From an optimization exercise on the open Yosys and OpenROAD flow, aimed at small area; shortcuts taken in it are not production practice.
In this exercise RTL edits were held to simulation tests only and were not proved equivalent to the original.
The clock input has no modelled driver; a real chip could not lean on it and would need a root buffer or a full tree.
Power and IR drop assume default switching activity.

Setup of build 82:
==> flow/design.v (excerpt) <==
module banner_scroller (
    input  logic              clk,
    input  logic              rst_n,
    input  logic              enable,
    input  logic              scroll_tick,
    output logic [ADDR_W-1:0] rom_addr,
    input  logic [WORD_W-1:0] rom_data,
    output logic              row_valid,
    input  logic              row_ready,
    output logic [3:0]        row_idx,
    output logic [WIN_W-1:0]  row_pixels,
    output logic              frame_done,
    output logic [OFF_W-1:0]  offset
);
==> flow/config.mk <==
export PLATFORM = sky130hd
export DESIGN_NAME = banner_scroller
export DESIGN_NICKNAME = banner_scroller
export VERILOG_FILES = /design/flow/design.v
export SDC_FILE = /design/flow/constraint.sdc
export NUM_CORES = 8
export LEC_CHECK = 0
export ABC_AREA = 1
export CAP_MARGIN = 5
export CORE_MARGIN = 2
export CORE_UTILIZATION = 65
export PLACE_DENSITY = 0.85
export SLEW_MARGIN = 5
export SYNTH_HIERARCHICAL = 1
==> flow/constraint.sdc <==
create_clock -name core_clock -period 7.0 [get_ports {clk}]
set_input_delay 1.4000 -clock core_clock [delete_from_list [all_inputs] [get_ports {clk}]]
set_output_delay 1.4000 -clock core_clock [all_outputs]
set_load 0.01 [all_outputs]
standard.sh (not shown) runs the stock make flow with config.mk's settings and CLKGATE_MAP_FILE= SYNTH_SCRIPT=/design/flow/synth_recipe.tcl, a recipe that flattens the netlist after the stock synthesis.
==> flow/flow/run.sh <==
#!/bin/bash
# Own layout flow: the standard ORFS flow (standard.sh) on a copy of ORFS's scripts, with
# these changes:
#  - ABC maps for area (amap) instead of ORFS's delay-driven "map -B 0.9" area script;
#  - port buffering uses the smallest buffer (buf_1) instead of the default choice;
#  - after floorplanning, flow/inv2.tcl makes every inverter an inv_2 (same area, more drive).
# Every tool's output goes to ORFS's own per-step logs under orfs/logs, plus standard.log here.
set -euo pipefail
W=$PWD
# worst register clock-pin slew (ns) that the clock tree must reach by estimate
CTS_TARGET=0.115
rm -rf "$W/scripts"
cp -r "$FLOW_HOME/scripts" "$W/scripts"
cp "$W/flow/abc_area.script" "$W/scripts/abc_area.script"
python3 - "$W/scripts/cts.tcl" "$W/flow/mancts.tcl" "$CTS_TARGET" "$W/flow/cts_candidates.txt" <<'PY'
import sys
path, man, target, cands = sys.argv[1:]
src = open(path).read()
old = "log_cmd clock_tree_synthesis {*}$cts_args"
assert src.count(old) == 1
cand = open(cands).read().strip()
src = src.replace(old, f"source {man}\nbench_manual_cts {target} {{{cand}}}\nset_propagated_clock [all_clocks]")
open(path, "w").write(src)
PY
python3 - "$W/scripts/floorplan.tcl" "$W/flow/inv2.tcl" <<'PY'
import sys
path, tcl = sys.argv[1:]
src = open(path).read()
old = "source_step_tcl POST FLOORPLAN"
assert src.count(old) == 1
src = src.replace(old, old + f"\nsource {tcl}")
open(path, "w").write(src)
PY
export SCRIPTS_DIR="$W/scripts"
export BUFFER_PORTS_ARGS="-buffer_cell sky130_fd_sc_hd__buf_1"
bash "$W/standard.sh" > "$W/standard.log" 2>&1
Other scripts of this flow, unchanged in this note and not shown: flow/flow/abc_area.script, flow/flow/cts_candidates.txt, flow/flow/inv2.tcl, flow/flow/mancts.tcl
Build 82 completed; timing, DRC and antenna clean
### build 82 -> build 74
--- a/flow/config.mk
+++ b/flow/config.mk
@@ -9,6 +9,6 @@
 export CAP_MARGIN = 5
 export CORE_MARGIN = 2
-export CORE_UTILIZATION = 65
-export PLACE_DENSITY = 0.85
+export CORE_UTILIZATION = 70
+export PLACE_DENSITY = 0.9
 export SLEW_MARGIN = 5
 export SYNTH_HIERARCHICAL = 1
==> comparison <==
- Diff build 74 and build 82: worst setup slack lower in build 82
- Diff build 82 -> build 74: final net count increased 4; number of detailed-routing iterations run before antenna repair went up.
- Against build 82, build 74 comes in 22% higher on aggregate routed wire length.
- Build 74: no failed stages, no open violations at the end
- Going from build 82 to build 74, synthesized cell count closely matched the old numbers; switching power increased by 20% relative to the old numbers; total design power increased by 7.5% relative to the old numbers.
- Via count of the routed design of build 74 exceeds that of build 82 by a little under 10%.
- As of build 74, weighted congestion at the end of routability-driven global placement had risen by a few percent compared to build 82.
Changes in build 79 relative to build 74:
--- a/flow/config.mk
+++ b/flow/config.mk
@@ -9,6 +9,6 @@
 export CAP_MARGIN = 5
 export CORE_MARGIN = 2
-export CORE_UTILIZATION = 70
-export PLACE_DENSITY = 0.9
+export CORE_UTILIZATION = 65
+export PLACE_DENSITY = 0.85
 export SLEW_MARGIN = 5
 export SYNTH_HIERARCHICAL = 1
### Flow results
Per the comparison of build 79 with build 74, post-route standard cell area excluding fillers held steady; number of cells on the critical path -1; minimum hold slack lost 0.035 ns; power consumed by combinational cells decreased about 10%; final clock period utilization by the worst path increased by 0.42 points relative to the old numbers.
Build 79 ends up with lower share of layout cells above drive strength 1 than build 74 does.
On minimum setup slack among reg-to-reg paths, build 74 loses to build 79.
Setup changes, build 79 to build 60
--- a/flow/config.mk
+++ b/flow/config.mk
@@ -9,6 +9,5 @@
 export CAP_MARGIN = 5
 export CORE_MARGIN = 2
-export CORE_UTILIZATION = 65
-export PLACE_DENSITY = 0.85
+export CORE_UTILIZATION = 60
 export SLEW_MARGIN = 5
 export SYNTH_HIERARCHICAL = 1
- For the share of cell area taken by flip-flops and latches, build 60 came in 0.19 points lower than build 79 did.
- The capture point of the worst path comes out pix_q[19] in one run and pix_q[27] in the other, namely in build 60 and build 79 respectively.
- Routed wirelength normalized by instance count: build 60 < build 79
- Utilization of the core after routing delta for build 60 relative to build 79: 5.4 points lower
- Against build 79, build 60 comes in 4.0 points lower on post-route fraction of the period consumed by the critical path.
- Compared with build 79, build 60 instantiates a larger number of cells.
In every run of this note, the design's own scripts or RTL, not TritonCTS, make the clock network.

==> static timing again, ports no longer ideal <==
Ports are ideal in the flow. The routed layouts listed here were re-timed in OpenROAD. Step 1, drivers: a clkbuf_16 drives clk and a buf_2 each remaining input, both assumed. Step 2 moves the port delays by t, midway between the first and last clock arrival at a register: inputs arrive t later, outputs are due t later. That takes back most of the time a late clock gives input paths. a / b / c = no drivers / after step 1 / after step 2; a / b = the first two.
run	t, ns	setup slack, ns	worst register clock-pin slew, ns	cell pins on the clock port's net
build 82	0.199	3.678 / 3.701 / 3.503	0.10 / 0.10	3
build 74	0.639	3.707 / 3.707 / 3.317	0.11 / 0.11	1
build 79	0.199	3.678 / 3.701 / 3.503	0.10 / 0.10	3
build 60	0.625	3.958 / 3.958 / 3.625	0.10 / 0.10	1
After both steps setup and hold are still met in every run listed. For build 74, which loses most, drivers alone change the setup slack by 0.000 ns; drivers and shift together by -0.390 ns.
